Context: an optimization exercise on an open-source flow, tuned for a short achievable clock period and few clock cycles. The choices shown serve that exercise and are no tape-out recipe.
In this exercise RTL edits were held to simulation tests only and were not proved equivalent to the original.
Power is estimated from default activity; no workload was simulated.

**flow/run.sh**
```bash
#!/bin/bash
# synth_recipe.tcl (not shown) runs the flow's synth.tcl, then flattens the netlist and writes it again
# the make line also repeats each setting of config.mk as NAME=value (left out here)
make -C /OpenROAD-flow-scripts/flow DESIGN_CONFIG=/design/flow/config.mk WORK_HOME=/design/flow/orfs CLKGATE_MAP_FILE= SYNTH_SCRIPT=/design/flow/synth_recipe.tcl finish
```
**flow/config.mk**
```make
export PLATFORM = sky130hd
export DESIGN_NAME = rv_top
export DESIGN_NICKNAME = rv_top
export VERILOG_FILES = /design/flow/design.v
export SDC_FILE = /design/flow/constraint.sdc
export NUM_CORES = 4
export LEC_CHECK = 0
export CAP_MARGIN = 20
export CORE_MARGIN = 2
export CORE_UTILIZATION = 40
export PLACE_DENSITY = 0.6
export SETUP_SLACK_MARGIN = 5
export SLEW_MARGIN = 20
```
**flow/constraint.sdc**
```tcl
create_clock -name core_clock -period 10.0 [get_ports {clk_i}]
set_input_delay 2.0000 -clock core_clock [delete_from_list [all_inputs] [get_ports {clk_i}]]
set_output_delay 2.0000 -clock core_clock [all_outputs]
set_load 0.01 [all_outputs]
```
**flow/design.v**
```verilog
`timescale 1ns/100ps
package rv_pkg;
    typedef logic [31:0] word_t;                        
    typedef logic [31:0] addr_t;                        
    typedef logic [4:0]  reg_idx_t;                     
    typedef logic [6:0]  opcode_t;                      
    localparam opcode_t OP_R      = 7'b0110011;         
    localparam opcode_t OP_I      = 7'b0010011;         
    localparam opcode_t OP_LOAD   = 7'b0000011;         
    localparam opcode_t OP_STORE  = 7'b0100011;         
    localparam opcode_t OP_BRANCH = 7'b1100011;         
    localparam opcode_t OP_JAL    = 7'b1101111;
    localparam opcode_t OP_LUI    = 7'b0110111;
    typedef logic [3:0] alu_op_e;
    localparam alu_op_e ALU_ADD    = 4'd0;
    localparam alu_op_e ALU_SUB    = 4'd1;              
    localparam alu_op_e ALU_AND    = 4'd2;
    localparam alu_op_e ALU_OR     = 4'd3;
    localparam alu_op_e ALU_XOR    = 4'd4;
    localparam alu_op_e ALU_SLL    = 4'd5;
    localparam alu_op_e ALU_SRL    = 4'd6;
    localparam alu_op_e ALU_SRA    = 4'd7;
    localparam alu_op_e ALU_PASS_B = 4'd8;              
    typedef logic [1:0] wb_sel_e;
    localparam wb_sel_e WB_ALU = 2'd0;                  
    localparam wb_sel_e WB_MEM = 2'd1;                  
    localparam wb_sel_e WB_PC4 = 2'd2;                  
    typedef logic [2:0] imm_fmt_e;
    localparam imm_fmt_e IMM_I = 3'd0;
    localparam imm_fmt_e IMM_S = 3'd1;
    localparam imm_fmt_e IMM_B = 3'd2;
    localparam imm_fmt_e IMM_J = 3'd3;
    localparam imm_fmt_e IMM_U = 3'd4;
    typedef logic [2:0] seq_state_e;
    localparam seq_state_e S_FETCH  = 3'd0;             
    localparam seq_state_e S_DECODE = 3'd1;             
    localparam seq_state_e S_EXEC   = 3'd2;             
    localparam seq_state_e S_MEM    = 3'd3;             
    localparam seq_state_e S_WB     = 3'd4;             
endpackage
`timescale 1ns/100ps
module rv_top #(
    parameter rv_pkg::addr_t RESET_PC = '0
) (
    input  logic          clk_i,
    input  logic          rst_i,
    output logic          wb_cyc_o,
    output logic          wb_stb_o,
    output logic          wb_we_o,
    output rv_pkg::addr_t wb_adr_o,
    output rv_pkg::word_t wb_dat_o,
    input  rv_pkg::word_t wb_dat_i,
    input  logic          wb_ack_i
);
    localparam int R_ADD = 0, R_LOG = 1, R_SLL = 2, R_SR = 3, R_B = 4, R_PC4 = 5;
    logic          cyc_q;                               
    logic          mem_q;                               
    logic          we_q;
    logic          ld_q;                                
    logic          rst_q;                               
    rv_pkg::addr_t fpc_q;                               
    rv_pkg::addr_t pc4_q;                               
    rv_pkg::addr_t aeq_q;                               
    rv_pkg::addr_t ane_q;                               
    logic [7:0][7:0] neq_q;
    rv_pkg::word_t rs2v_q;                              
    logic [11:0]   mlo_q;
    logic          mc12_q;
    logic [19:0]   mhic_q, mhin_q;
    rv_pkg::word_t aa_q, ab_q;                          
    logic          acin_q;                              
    rv_pkg::word_t log_q;                               
    rv_pkg::word_t sha_q;                               
    logic [4:0]    shamt_q;
    logic          sra_q;
    rv_pkg::word_t b_q;                                 
    logic [5:0]    rsel_q;
    logic [31:1]   wsel_q;                              
    logic          wr_q;                                
    logic          wrl_q;                               
    rv_pkg::word_t ldd_q;                               
    rv_pkg::word_t regs [1:31];
    rv_pkg::word_t insn;
    logic [6:0]    op;
    logic [2:0]    f3;
    logic          is_r, is_i, is_ld, is_st, is_br, is_jal, is_lui;
    rv_pkg::word_t imm_i, imm_s, imm_b, imm_j, imm_u;
    rv_pkg::word_t rd1, rd2;
    assign insn   = wb_dat_i;
    assign op     = insn[6:0];
    assign f3     = insn[14:12];
    assign is_r   = (op == rv_pkg::OP_R);
    assign is_i   = (op == rv_pkg::OP_I);
    assign is_ld  = (op == rv_pkg::OP_LOAD);
    assign is_st  = (op == rv_pkg::OP_STORE);
    assign is_br  = (op == rv_pkg::OP_BRANCH);
    assign is_jal = (op == rv_pkg::OP_JAL);
    assign is_lui = (op == rv_pkg::OP_LUI);
    assign imm_i = {{20{insn[31]}}, insn[31:20]};
    assign imm_s = {{20{insn[31]}}, insn[31:25], insn[11:7]};
    assign imm_b = {{20{insn[31]}}, insn[7], insn[30:25], insn[11:8], 1'b0};
    assign imm_j = {{12{insn[31]}}, insn[19:12], insn[20], insn[30:21], 1'b0};
    assign imm_u = {insn[31:12], 12'b0};
    assign rd1 = (insn[19:15] == 5'd0) ? '0 : regs[insn[19:15]];
    assign rd2 = (insn[24:20] == 5'd0) ? '0 : regs[insn[24:20]];
    logic fetch_ack, data_ack;
    assign fetch_ack = cyc_q && !mem_q && wb_ack_i;
    assign data_ack  = cyc_q &&  mem_q && wb_ack_i;
    logic          alu_op, sub, writes;
    rv_pkg::word_t opb, opbx, logr;
    logic [5:0]    rsel;
    assign alu_op = is_r || is_i;
    assign sub    = is_r && (f3 == 3'b000) && insn[30];
    assign writes = (alu_op || is_lui || is_jal) && (insn[11:7] != 5'd0);
    assign opb    = is_r ? rd2 : imm_i;
    assign opbx   = sub ? ~opb : opb;
    always_comb begin
        case (f3[1:0])
            2'b11:   logr = rd1 & opb;
            2'b10:   logr = rd1 | opb;
            default: logr = rd1 ^ opb;
        endcase
    end
    always_comb begin
        rsel = '0;
        if (is_lui) begin
            rsel[R_B] = 1'b1;
        end else if (is_jal) begin
            rsel[R_PC4] = 1'b1;
        end else begin
            case (f3)
                3'b111, 3'b110, 3'b100: rsel[R_LOG] = 1'b1;
                3'b001:                 rsel[R_SLL] = 1'b1;
                3'b101:                 rsel[R_SR]  = 1'b1;
                default:                rsel[R_ADD] = 1'b1;
            endcase
        end
    end
    rv_pkg::word_t immm, x12;
    logic [12:0]   mlo;
    logic [19:0]   mhic, mhin;
    assign immm = is_st ? imm_s : imm_i;
    assign x12  = rd1 ^ rd2;
    assign mlo  = {1'b0, rd1[11:0]} + {1'b0, immm[11:0]};
    assign mhic = rd1[31:12] + {19'b0, !insn[31]};      
    assign mhin = rd1[31:12] - {19'b0,  insn[31]};
    logic [7:0][7:0] neq;
    for (genvar j = 0; j < 8; j++) begin : g_neq
        for (genvar g = 0; g < 8; g++) begin : g_grp
            assign neq[j][g] = |{x12[(4*g + j) % 32], x12[(4*g + j + 1) % 32],
                                 x12[(4*g + j + 2) % 32], x12[(4*g + j + 3) % 32]};
        end
    end
    rv_pkg::addr_t tgt, pc4, aeq, ane;
    assign pc4 = fpc_q + 32'd4;
    assign tgt = fpc_q + (is_jal ? imm_j : imm_b);
    assign aeq = (is_jal || (is_br && !insn[12])) ? tgt : pc4;
    assign ane = (is_jal || (is_br &&  insn[12])) ? tgt : pc4;
    rv_pkg::addr_t msum, fetch_adr;
    assign msum = {mc12_q ? mhic_q : mhin_q, mlo_q};
    for (genvar j = 0; j < 8; j++) begin : g_fadr
        assign fetch_adr[4*j +: 4] = (|neq_q[j]) ? ane_q[4*j +: 4] : aeq_q[4*j +: 4];
    end
    assign wb_cyc_o = cyc_q;
    assign wb_stb_o = cyc_q;
    assign wb_we_o  = we_q;
    assign wb_adr_o = mem_q ? msum : fetch_adr;
    assign wb_dat_o = rs2v_q;
    rv_pkg::word_t asum, sll, sr, alu_y, wdata;
    assign asum = aa_q + ab_q + {31'b0, acin_q};
    assign sll  = sha_q << shamt_q;
    assign sr   = $signed({sra_q & sha_q[31], sha_q}) >>> shamt_q;
    always_comb begin
        alu_y = '0;
        if (rsel_q[R_ADD]) alu_y = alu_y | asum;
        if (rsel_q[R_LOG]) alu_y = alu_y | log_q;
        if (rsel_q[R_SLL]) alu_y = alu_y | sll;
        if (rsel_q[R_SR])  alu_y = alu_y | sr;
        if (rsel_q[R_B])   alu_y = alu_y | b_q;
        if (rsel_q[R_PC4]) alu_y = alu_y | pc4_q;
    end
    assign wdata = wrl_q ? ldd_q : alu_y;
    always_ff @(posedge clk_i) begin
        rst_q <= rst_i;
        if (rst_i) begin
            cyc_q <= 1'b0;
            mem_q <= 1'b0;
            we_q  <= 1'b0;
            ld_q  <= 1'b0;
            aeq_q <= RESET_PC;                          
            ane_q <= RESET_PC;
            wr_q  <= 1'b0;
            wrl_q <= 1'b0;
        end else begin
            cyc_q <= 1'b1;
            wr_q  <= 1'b0;
            wrl_q <= 1'b0;
            if (fetch_ack) begin
                pc4_q   <= pc4;
                aeq_q   <= aeq;
                ane_q   <= ane;
                neq_q   <= neq;
                rs2v_q  <= rd2;
                mlo_q   <= mlo[11:0];
                mc12_q  <= mlo[12];
                mhic_q  <= mhic;
                mhin_q  <= mhin;
                aa_q    <= rd1;
                ab_q    <= opbx;
                acin_q  <= sub;
                log_q   <= logr;
                sha_q   <= rd1;
                shamt_q <= opb[4:0];
                sra_q   <= insn[30];
                b_q     <= imm_u;
                rsel_q  <= rsel;
                for (int i = 1; i < 32; i++) begin
                    wsel_q[i] <= (insn[11:7] == 5'(i));
                end
                mem_q   <= is_ld || is_st;
                we_q    <= is_st;
                ld_q    <= is_ld && (insn[11:7] != 5'd0);
                wr_q    <= writes;
            end else if (data_ack) begin
                mem_q <= 1'b0;
                we_q  <= 1'b0;
                ld_q  <= 1'b0;
                ldd_q <= wb_dat_i;
                wrl_q <= ld_q;
            end
        end
    end
    always_ff @(posedge clk_i) begin
        if (!mem_q) begin
            fpc_q <= fetch_adr;                         
        end
    end
    always_ff @(posedge clk_i) begin
        for (int i = 1; i < 32; i++) begin
            if (rst_q) begin
                regs[i] <= '0;
            end else if ((wr_q || wrl_q) && wsel_q[i]) begin
                regs[i] <= wdata;
            end
        end
    end
endmodule
```
==> run notes <==
- Commonest non-fill, non-tap cell in the layout: nand2_1
- The netlist uses 108 different library cells.
- The worst setup path is launched from a primary input.
* Final worst-path cycle share: 51.5%
* Horizontal extent of the die: 433 um
- Number of setup violations in the final report: 0
- Delay-heaviest family, CP: buffers and inverters
- The tree is rooted in a clkbuf_16.
* Post-route DRC violation count: 0
* Combinational Power Share: approximately 8.6%
* Final Worst Setup Slack: roughly 4900 ps
* Number of input and output port buffers inserted: just over 100
- Number of clock buffers inserted by TritonCTS: 163
* Async S/R FF share, synth: 0%
- Measured against its own limit, the worst slew margin works out to roughly 16%.
- In this run, synthesis produced a sequential element count of about 1400.
- The post-route netlist has roughly 15% of its cells at a drive strength greater than 1.
- Most used DFF post-synth: dfxtp_1
* Highest-count cells in the layout ignoring fill and taps: nand2_1 (1368), dfxtp_1 (1060), a21oi_1 (815)
- dfxtp_1 takes more of the synthesized area than any other cell.
- Setup skew after layout: roughly 52 ps
* Maximum fanout along the worst path: 16
- Syn Area/Cell: between 8 and 9 sq um
- Summed over all nets, the switching power comes to 3600 uW.
- For this run, the detailed router's first-pass iteration total came to 22.
- Summed over all nets, the half-perimeter wirelength after detailed placement is between 200000 and 300000 um.
* Sequential fraction of design power: a little under half
* Clock latency on the worst-skew pair: about 900 ps
- The Yosys step of the flow raised 34 warnings.
* Net count of the mapped netlist: 8754
- After global routing the overflow that remains totals 0.
- No sink is reached through more buffers than the 3 on the longest clock path.
- In this run the count of I/O pins placed on the die edge is 102.
* Antenna violations before repair: 26
- In the post-synthesis netlist, the biggest area contributors are dfxtp_1 (29%), edfxtp_1 (15%), nand2_1 (7.2%).
* Series of cell instances along the critical path: dlygate4sd2_1 > buf_12 > nand3b_1 > buf_12 > nor2_4 > buf_4 > buf_4 > a22oi_1 > nand4_1 > nor3_1 > a31oi_1 > mux2i_1 > ha_1 > mux2_2
* Actual transition at the worst max-transition pin: approximately 1300 ps
* Final number of max-transition violations: 0
- Initial core utilization: between 40 and 50%
- The die covers about 190000 sq um.
* Number of standard cells after synthesis: approximately 8600
- Startpoint-to-endpoint class of the critical path: in2reg
- Layout overhead on the synthesized area: 17.7%
* Time the final worst path needs with I/O delays and setup: 5150 ps
* Largest stage delay, worst path: ~560 ps
- The total count of hold-check failures in the final report came to 0.
- Net switching is between 20% and 30% of the power.
- Final sum of negative setup slack: 0 ps
- Post-synthesis sequential area ratio: between 40 and 50%
- The layout has 17472 filler cells.
- The final layout contains routed wiring with a total length of ~430000 um.
* Iteration-0 DRC count of the detailed router: around 15000
- Relative contribution of the clock network to total power: roughly 46%
- The synthesized design contains 372 enable-type register cells.
* Number of standard-cell rows in the floorplan: between 150 and 200
- Leakage power total: approximately 0.031 uW
- Buffering stage count on the worst path with inverters included: 5
- Hold WC Path Type: reg2reg
- Via count of the first global-routing pass: 70759
- Status: timing/DRC/antenna clean
- Post-synthesis instance area: between 70000 and 80000 sq um
- Cell total after placement: roughly 11000
- Dividing the detail-routed wire length by the instance count gives 38.7 um.
- In the global route stage, overall resource usage came out at roughly 44%.
* CTS hold repair buffers: 0
* Number of vias in the routed layout: about 78000
- Clock-pin slew reported for the worst setup and hold paths after clock tree synthesis: around 60 ps
* Minimum setup slack among reg-to-reg paths: between 5000 and 6000 ps
- Routability-driven placement finished with a final weighted congestion of 1.06.
- Post-route non-filler standard cell count: around 11000
- Among all stages on the critical path, the largest delay is contributed by a31oi_1.
* Number of nets with antenna violations after detailed routing: 0
- Final Total Pwr: roughly 13000 uW
* Via count normalized by instance count: 7.03
* Power density of the placed cells: 155 nW/um^2
* CTS Sinks: 1434
* Share of Yosys cell area claimed by the top area cell type: slightly below 30%
* Number of maximum-capacitance violations: 0
* Critical Path RT: ~11000 ps
- Global-route wire length before repair: roughly 580000 um
- In this run the vertical extent of the chip is roughly 430 um.
* Core ar.: about 180000 sq um
* Nets: around 8700
- CTS tree: yes
- STA puts the critical path data arrival time at 5770 ps.
- Number of H-tree levels: 4
- Worst supply voltage drop on vdd: between 150 and 200 uV
- Internal power component: just under 10000 uW
* Type of destination of the critical path: register
- Share of the core filled with cells in the final layout: between 40% and 50%
- Setup repair after global routing missed its margin: yes
- Worst slack, placed: roughly 2500 ps
* Highest clock frequency the design can meet: approximately 190 MHz
- Entering global routing, the biggest net connects 158 pins.
[cell usage after synthesis (21+ instances only)]
| cell | n |
|---|---|
| nand2_1 | 1412 |
| dfxtp_1 | 1062 |
| a21oi_1 | 863 |
| clkbuf_1 | 632 |
| nand3_1 | 516 |
| o21ai_0 | 486 |
| nor2_1 | 444 |
| a22oi_1 | 437 |
| edfxtp_1 | 372 |
| a22o_1 | 235 |
| a221oi_1 | 188 |
| nand4_1 | 165 |
| ha_1 | 141 |
| inv_1 | 135 |
| xnor2_1 | 127 |
| and3_1 | 123 |
| mux2i_1 | 120 |
| nor3_1 | 109 |
| mux2_2 | 95 |
| buf_2 | 83 |
| and2_1 | 54 |
| buf_1 | 48 |
| mux4_2 | 48 |
| a21o_1 | 47 |
| a211oi_1 | 41 |
| xor2_1 | 40 |
| o21a_1 | 36 |
| o31ai_1 | 35 |
| a2111oi_0 | 33 |
| a222oi_1 | 32 |
| o211ai_1 | 29 |
| nor4_1 | 27 |
| a31oi_1 | 26 |
| nand2b_1 | 21 |
[metrics by stage]
| stage | area (sq um) | hold WS (ps) |
|---|---|---|
| detailed placement | 77600 | 434 |
| finish | 86700 | 448 |
| floorplan | 74500 | 426 |
| global placement | 77600 | 436 |
| CTS | 85500 | 448 |
| global route | 86700 | 453 |
[area by class of cell]
class	instances	area, sq um	area share, %
diodes	26	65.1	0.0750
clock buffers	219	4550	5.25
clock inverters	75	861	0.993
inverters	141	544	0.628
multi-input cells	6213	39500	45.6
flip-flops and latches	1434	32400	37.4
well taps	2464	3080	3.55
repair buffers	584	5650	6.51
[layer usage]
| metal | vias up | track usage, % | wire (um) |
|---|---|---|---|
| met2 | 7150 | 62.5 | 175000 |
| met4 | 18 | 32.8 | 41100 |
| met1 | 37633 | 53.6 | 153000 |
| met5 | - | 0.416 | 397 |
| li1 | 31436 | - | - |
| met3 | 2229 | 17.7 | 61900 |
[tightest hold or removal path, delay by kind of cell (launching register included)]
kind	cells	cell delay (ps)
simple gates	1	50
flops	1	300
compound gates	1	50
[sequential cells by signal, indices dropped and copies added (netlist names), 5 cells and up]
| register | flops |
|---|---|
| regs | 992 |
| ab_q | 32 |
| rs2v_q | 32 |
| ldd_q | 32 |
| neq_q | 32 |
| log_q | 32 |
| mlo_q | 12 |
| mhin_q | 20 |
| pc4_q | 32 |
| ane_q | 31 |
| aeq_q | 32 |
| rsel_q | 6 |
| wsel_q | 31 |
| shamt_q | 5 |
| b_q | 20 |
| fpc_q | 32 |
| mhic_q | 20 |
| sha_q | 32 |
[what timing repair did]
| action | 4_1_cts | 5_1_grt |
|---|---|---|
| resized for setup | 268 | 138 |
| setup endpoints to repair | 267 | 115 |
| buffers inserted | 140 | 58 |
| cloned | 8 | 5 |
| pin swaps | 77 | 60 |
[power groups by stage]
stage / combinational (uW) / clock [uW] / sequential (uW)
3_3_place_gp: 963 / 0 / 6180
5_1_grt: 1170 / 6460 / 6060
6_report: 1150 / 6230 / 6060
4_1_cts: 1050 / 6220 / 6060
3_5_place_dp: 972 / 0 / 6180
2_1_floorplan: 587 / 0 / 6160
[cells by family after synthesis]
family,share of synthesized area (%)
multiplexers,4.57
buffers and inverters,5.04
adder cells (fa/ha/maj),2.50
flip-flops,44.0
XOR/XNOR,1.99
AO/OA/AOI/OAI,23.5
AND/OR/NAND/NOR,18.4
[final timing paths]
kind                                             start                       end  depth (start not counted)
worst min-delay path            ane_q[22]$_SDFFE_PP0P_    ane_q[22]$_SDFFE_PP0P_                          2
worst max register to register    shamt_q[1]$_DFFE_PP_  regs[1][27]$_SDFFE_PP0P_                         11
worst min register to register  ane_q[22]$_SDFFE_PP0P_    ane_q[22]$_SDFFE_PP0P_                          2
worst max-delay path                      wb_dat_i[21]        log_q[9]$_DFFE_PP_                         14
Testbench counts, summed over its fixed seeds: cycles 69,042.

separate check: timing with driven ports:
Ports are ideal in the flow. The routed layout listed here was re-timed in OpenROAD.
Step 1 assumes that a clkbuf_16 drives the clock port and a buf_2 every other input.
Step 2 also shifts input and output timing later by t, the mid clock arrival at the registers, as if the neighbouring blocks saw the same clock.
Three values: no drivers, after step 1, after step 2; two values: the first two.
t (ns): 0.957
setup slack, ns: 4.852 / 4.750 / 3.793
worst hold slack (ns): 0.448 / 0.448 / 0.448
clock arrival spread, ns: 0.051 / 0.052
worst slew at a driven data input, ns: 0.47
After both steps setup and hold are still met in this run. For this run, drivers alone change the setup slack by -0.102 ns; drivers and shift together by -1.059 ns.
